Source: an optimization exercise on an open RTL-to-GDS flow (aim: small area, a short achievable clock period and few clock cycles per item). Production flows keep margins and buffers that such runs may drop. In this exercise RTL edits were held to simulation tests only and were not proved equivalent to the original.

## muldiv_sequencer
module muldiv_sequencer #(
   parameter int WIDTH = 32
) (
   input  logic              clk,
   input  logic              rst,
   input  logic              op_valid,
   input  logic [1:0]        op_code,
   input  logic [WIDTH-1:0]  src_a,
   input  logic [WIDTH-1:0]  src_b,
   input  logic              flush,
   output logic              busy,
   output logic              res_valid,
   output logic [WIDTH-1:0]  res_hi,
   output logic [WIDTH-1:0]  res_lo
);
   localparam int N = 39;
   localparam logic [5:0] B_ZERO  = 6'b000_000;
   localparam logic [5:0] B_ADD1  = 6'b000_001;    
   localparam logic [5:0] B_SUB1  = 6'b000_101;    
   localparam logic [5:0] B_ADD2  = 6'b000_010;    
   localparam logic [5:0] B_SUB2  = 6'b000_110;    
   localparam logic [5:0] B_ADD4  = 6'b001_000;    
   localparam logic [5:0] B_SUB4  = 6'b101_000;    
   logic st_mul_q, st_pre_q, st_neg_q, st_aln_q, st_itr_q, st_fxr_q, st_fxq_q, st_done_q;
   logic st_mul_d, st_pre_d, st_neg_d, st_aln_d, st_itr_d, st_fxr_d, st_fxq_d, st_done_d;
   logic [31:0] h_q, h_d, l_q, l_d;
   logic [34:0] d_q, d_d;           
   logic [5:0]  bc_q, bc_d;         
   logic        s_mul_q, s_l_q, s_inv_q;    
   logic [4:0]  cnt_q, cnt_d;
   logic [1:0]  e_q, e_d;           
   logic        na_q, na_d;         
   logic        nb_q, nb_d;         
   wire idle = ~(st_mul_q | st_pre_q | st_neg_q | st_aln_q | st_itr_q |
                 st_fxr_q | st_fxq_q | st_done_q);
   wire op_signed = ~op_code[0];
   wire accept    = idle & op_valid & ~flush;
   wire [35:0] bx  = {{4{op_signed & src_a[31]}}, src_a};
   wire [36:0] bxs = {bx, 1'b0};
   function automatic logic [2:0] bdec(input logic [2:0] t);    
      logic zero, two;
      zero = (t == 3'b000) | (t == 3'b111);
      two  = (t == 3'b100) | (t == 3'b011);
      bdec = {t[2] & ~zero, two, ~zero & ~two};
  ...
export LEC_CHECK = 0
export CAP_MARGIN = 20
export CORE_MARGIN = 2
export CORE_UTILIZATION = 50
export PLACE_DENSITY = 0.65
export SETUP_SLACK_MARGIN = 5
export SLEW_MARGIN = 20
create_clock -name core_clock -period 11.0 [get_ports {clk}]
standard.sh (not shown) runs the stock make flow with config.mk's settings and CLKGATE_MAP_FILE= SYNTH_SCRIPT=/design/flow/synth_recipe.tcl, a recipe that flattens the netlist after the stock synthesis.
==> flow/flow/run.sh <==
#!/bin/bash
# The standard layout (standard.sh: unchanged synthesis and steps), except that the
# buffers placed on the ports are plain buf_2 cells rather than the placer's default choice,
# and the timing repair aims 6.0 ns below the clock period.
set -euo pipefail
bash standard.sh "BUFFER_PORTS_ARGS=-buffer_cell sky130_fd_sc_hd__buf_2" SETUP_SLACK_MARGIN=6.0 finish > make.log 2>&1
Testbench counts at the start, summed over its fixed seeds: cycles 23,050, ops 2,400.
Next try:
==> flow/flow/run.sh (replaced) <==
#!/bin/bash
# The standard layout (standard.sh: unchanged synthesis and steps), except that the
# buffers placed on the ports are plain buf_2 cells rather than the placer's default choice.
set -euo pipefail
bash standard.sh "BUFFER_PORTS_ARGS=-buffer_cell sky130_fd_sc_hd__buf_2" finish > make.log 2>&1
--- a/flow/config.mk
+++ b/flow/config.mk
@@ -9,4 +9,3 @@
 export CORE_MARGIN = 2
-export CORE_UTILIZATION = 50
-export PLACE_DENSITY = 0.65
+export CORE_UTILIZATION = 40
 export SETUP_SLACK_MARGIN = 5
The changed run went through all stages and came out clean.
Worst setup slack got worse by 590 ps.
Hold slack gets better by 21 ps.
Cell area came out lower by a few percent.
Core utilization is lower by 15 points.
Wire length falls by a few percent.
Register-to-register slack gets worse by 820 ps.
Die area climbs by a quarter to a third.
Synthesized cell count stays the same.
Count of clock-buffer cells in the layout came out higher by 2.
Next try:
==> flow/flow/run.sh (replaced) <==
#!/bin/bash
# The standard layout (standard.sh: unchanged synthesis and steps), except that the
# buffers placed on the ports are plain buf_1 cells rather than the placer's default choice,
# and the timing repair aims 6.0 ns below the clock period.
set -euo pipefail
bash standard.sh "BUFFER_PORTS_ARGS=-buffer_cell sky130_fd_sc_hd__buf_1" SETUP_SLACK_MARGIN=6.0 finish > make.log 2>&1
--- a/flow/config.mk
+++ b/flow/config.mk
@@ -10,2 +10,3 @@
 export CORE_UTILIZATION = 40
+export CTS_BUF_LIST = sky130_fd_sc_hd__clkbuf_4 sky130_fd_sc_hd__clkbuf_8
 export SETUP_SLACK_MARGIN = 5
Outcome: Core utilization rose by 2.0 points; routed wire length is higher by 3.8%; area after synthesis stays the same.
Next try:
==> flow/flow/run.sh (replaced) <==
#!/bin/bash
# The standard layout (standard.sh: unchanged synthesis and steps), except that the
# buffers placed on the ports are plain buf_2 cells rather than the placer's default choice.
set -euo pipefail
bash standard.sh "BUFFER_PORTS_ARGS=-buffer_cell sky130_fd_sc_hd__buf_2" finish > make.log 2>&1
--- a/flow/config.mk
+++ b/flow/config.mk
@@ -7,2 +7,3 @@
 export LEC_CHECK = 0
+export ABC_AREA = 1
 export CAP_MARGIN = 20
@@ -10,3 +11,2 @@
 export CORE_UTILIZATION = 40
-export CTS_BUF_LIST = sky130_fd_sc_hd__clkbuf_4 sky130_fd_sc_hd__clkbuf_8
 export SETUP_SLACK_MARGIN = 5
Effect: The changed run finished with timing, DRC and antenna clean. Area after synthesis climbs by 6.0%. Cell area climbs by 0.92%. Global-route usage climbs by 1.5 points. Routed wire length climbs by 7.8%. Cell count climbs by 23%. Setup slack is worse by 140 ps. Sequential cell count stays the same. Non-clock buffer count drops by 49.
Next try:
==> flow/flow/run.sh (replaced) <==
#!/bin/bash
# The standard layout (standard.sh: unchanged synthesis and steps), except that the
# buffers placed on the ports are plain buf_2 cells rather than the placer's default choice,
# and the timing repair aims 6.0 ns below the clock period.
set -euo pipefail
bash standard.sh "BUFFER_PORTS_ARGS=-buffer_cell sky130_fd_sc_hd__buf_2" SETUP_SLACK_MARGIN=6.0 finish > make.log 2>&1
--- a/flow/config.mk
+++ b/flow/config.mk
@@ -7,3 +7,2 @@
 export LEC_CHECK = 0
-export ABC_AREA = 1
 export CAP_MARGIN = 20
@@ -11,2 +10,4 @@
 export CORE_UTILIZATION = 40
+export CTS_BUF_LIST = sky130_fd_sc_hd__clkbuf_4 sky130_fd_sc_hd__clkbuf_8
+export PLACE_DENSITY = 0.75
 export SETUP_SLACK_MARGIN = 5
Result: Die area fell by 5.6%. Critical path depth fell by 10. Routed wire length fell by about 7%. Cell area fell by about 0.47%. Via count fell by about 5.7%. Clock skew hardly moves.
Next try:
==> flow/flow/run.sh (replaced) <==
#!/bin/bash
# The standard layout (standard.sh: unchanged synthesis and steps), except that the
# buffers placed on the ports are plain buf_2 cells rather than the placer's default choice,
# and the timing repair aims 5.5 ns below the clock period.
set -euo pipefail
bash standard.sh "BUFFER_PORTS_ARGS=-buffer_cell sky130_fd_sc_hd__buf_2" SETUP_SLACK_MARGIN=5.5 finish > make.log 2>&1
--- a/flow/config.mk
+++ b/flow/config.mk
@@ -10,4 +10,2 @@
 export CORE_UTILIZATION = 40
-export CTS_BUF_LIST = sky130_fd_sc_hd__clkbuf_4 sky130_fd_sc_hd__clkbuf_8
-export PLACE_DENSITY = 0.75
 export SETUP_SLACK_MARGIN = 5
Result: The changed run completed with no timing, DRC or antenna violations; clock skew increases by 5.5 ps; sequential share of layout area climbs by 0.68 points; synthesized cell count does not change; cell area went down by 3.7%; utilization came out lower by 1.7 points; die area stays the same; first-iteration DRC count is lower by 29%; setup slack gets worse by 64 ps.

* * *

cedar:
muldiv_sequencer again, from the RTL that the note above started with.
==> flow/config.mk <==
export PLATFORM = sky130hd
export DESIGN_NAME = muldiv_sequencer
export DESIGN_NICKNAME = muldiv_sequencer
export VERILOG_FILES = /design/flow/design.v
export SDC_FILE = /design/flow/constraint.sdc
export NUM_CORES = 4
export LEC_CHECK = 0
export CAP_MARGIN = 20
export CORE_MARGIN = 2
export CORE_UTILIZATION = 40
export CTS_BUF_LIST = sky130_fd_sc_hd__clkbuf_4 sky130_fd_sc_hd__clkbuf_8
export SETUP_SLACK_MARGIN = 5
export SLEW_MARGIN = 20
==> flow/constraint.sdc <==
create_clock -name core_clock -period 11.0 [get_ports {clk}]
set_input_delay 2.2000 -clock core_clock [delete_from_list [all_inputs] [get_ports {clk}]]
set_output_delay 2.2000 -clock core_clock [all_outputs]
set_load 0.01 [all_outputs]
==> flow/flow/run.sh <==
#!/bin/bash
# The standard layout (standard.sh: unchanged synthesis and steps), except that the
# buffers placed on the ports are plain buf_2 cells rather than the placer's default choice,
# and the timing repair aims 6.3 ns below the clock period.
set -euo pipefail
bash standard.sh "BUFFER_PORTS_ARGS=-buffer_cell sky130_fd_sc_hd__buf_2" SETUP_SLACK_MARGIN=6.3 finish > make.log 2>&1
cedar reached the final stage; the timing, DRC and antenna checks on its layout passed.
Testbench counts of cedar, summed over its fixed seeds: cycles 23,050, ops 2,400.
Changes in fjord relative to cedar:
==> flow/flow/run.sh <==
#!/bin/bash
# The standard layout (standard.sh: unchanged synthesis and steps), except that the
# buffers placed on the ports are plain buf_2 cells rather than the placer's default choice,
# and the timing repair aims 6.0 ns below the clock period.
set -euo pipefail
bash standard.sh "BUFFER_PORTS_ARGS=-buffer_cell sky130_fd_sc_hd__buf_2" SETUP_SLACK_MARGIN=6.0 finish > make.log 2>&1
--- a/flow/config.mk
+++ b/flow/config.mk
@@ -10,3 +10,2 @@
 export CORE_UTILIZATION = 40
-export CTS_BUF_LIST = sky130_fd_sc_hd__clkbuf_4 sky130_fd_sc_hd__clkbuf_8
 export SETUP_SLACK_MARGIN = 5
Notes after the runs:
On count of clock-buffer cells in the layout, the lower figure sits with cedar, not fjord.
Final instance area sits lower in fjord than in cedar.
Delta (fjord minus cedar): number of non-clock buffers in the layout now sits lower, global placer's final weighted congestion went down 0.70%, share of the cycle needed by the critical path after routing went down by 0.52 points.
Here is what was changed in the inputs of xenon compared with fjord.
--- a/flow/config.mk
+++ b/flow/config.mk
@@ -7,3 +7,3 @@
 export LEC_CHECK = 0
-export CAP_MARGIN = 20
+export CAP_MARGIN = 5
 export CORE_MARGIN = 2
@@ -11,2 +11,2 @@
 export SETUP_SLACK_MARGIN = 5
-export SLEW_MARGIN = 20
+export SLEW_MARGIN = 5
[summary]
Diff xenon..fjord | actual transition at the worst max-transition pin | negligible. Re final standard cell area without fillers: no difference whatsoever between xenon and fjord. fjord -> xenon: global-route usage delta 0, exact match. xenon -> fjord: fraction of synthesized area in multiplexers delta 0, exact match. Going from fjord to xenon, post-detailed-route DRC marker count shows no meaningful change, number of tap cells inserted shows no meaningful change, number of buffers inserted for hold repair after clock tree synthesis shows no meaningful change, global-route wire length before repair shows no meaningful change.
Here is what was changed in the inputs of nickel compared with xenon.
--- a/flow/config.mk
+++ b/flow/config.mk
@@ -7,6 +7,7 @@
 export LEC_CHECK = 0
-export CAP_MARGIN = 5
+export CAP_MARGIN = 20
 export CORE_MARGIN = 2
 export CORE_UTILIZATION = 40
+export CTS_BUF_LIST = sky130_fd_sc_hd__clkbuf_4 sky130_fd_sc_hd__clkbuf_8
 export SETUP_SLACK_MARGIN = 5
-export SLEW_MARGIN = 5
+export SLEW_MARGIN = 20
Notes after the runs:
In the metrics for nickel and xenon, the one carrying the higher relative area change from synthesis to final layout is xenon. From xenon to nickel the numbers moved as follows: met3 routed wirelength fell 2.6%; post-route clock skew rose 0.010 ns. In the metrics for nickel and xenon, the one carrying the higher global-route track usage on met3 is nickel.
What indigo does differently from nickel at the input level:
--- a/flow/config.mk
+++ b/flow/config.mk
@@ -11,2 +11,4 @@
 export CTS_BUF_LIST = sky130_fd_sc_hd__clkbuf_4 sky130_fd_sc_hd__clkbuf_8
+export CTS_CLUSTER_DIAMETER = 150
+export CTS_CLUSTER_SIZE = 40
 export SETUP_SLACK_MARGIN = 5
Findings:
- From indigo to nickel, relative max-transition margin did not move at all.
- Reported for nickel and indigo, depth of the worst register-to-register path turned out identical to the last digit.
- Taking nickel as the reference, in indigo cell area after layout about even; die boundary width level.

## static timing again, ports no longer ideal
In the flow no input, the clock included, has a driving cell. The finished layouts below were timed again as built, in two steps. Step 1 assumes that a clkbuf_16 drives the clock port and a buf_2 every other input. Step 2 moves the port delays by t, midway between the first and last clock arrival at a register: inputs arrive t later, outputs are due t later. That takes back most of the time a late clock gives input paths. Three values: ideal ports, drivers, drivers and shift; two values: the first two.
run | t, ns | setup WS [ns] | clock arrival spread, ns | worst register clock-pin slew, ns | worst slew at a driven data input, ns
the first run of note 1 | 0.477 | 5.825 / 5.776 / 5.656 | 0.019 / 0.019 | 0.07 / 0.07 | 0.04
the second run of note 1 | 0.475 | 5.233 / 5.182 / 5.235 | 0.019 / 0.019 | 0.07 / 0.07 | 0.04
the third run of note 1 | 0.524 | 5.603 / 5.554 / 5.729 | 0.015 / 0.015 | 0.10 / 0.10 | 0.04
the fourth run of note 1 | 0.486 | 5.463 / 5.463 / 5.463 | 0.014 / 0.015 | 0.07 / 0.07 | 0.04
the fifth run of note 1 | 0.512 | 5.614 / 5.564 / 5.638 | 0.015 / 0.015 | 0.09 / 0.09 | 0.06
the sixth run of note 1 | 0.472 | 5.550 / 5.501 / 5.490 | 0.020 / 0.021 | 0.07 / 0.07 | 0.03
cedar | 0.502 | 5.602 / 5.552 / 5.932 | 0.024 / 0.024 | 0.10 / 0.10 | 0.06
fjord | 0.475 | 5.659 / 5.610 / 5.653 | 0.013 / 0.013 | 0.06 / 0.06 | 0.03
xenon | 0.475 | 5.659 / 5.610 / 5.653 | 0.013 / 0.013 | 0.06 / 0.06 | 0.03
nickel | 0.499 | 5.675 / 5.627 / 5.606 | 0.023 / 0.024 | 0.09 / 0.09 | 0.03
indigo | 0.499 | 5.675 / 5.627 / 5.606 | 0.023 / 0.024 | 0.09 / 0.09 | 0.03
After both steps setup and hold are still met in every run listed. For the first run of note 1, which loses most, drivers alone change the setup slack by -0.049 ns; drivers and shift together by -0.169 ns.
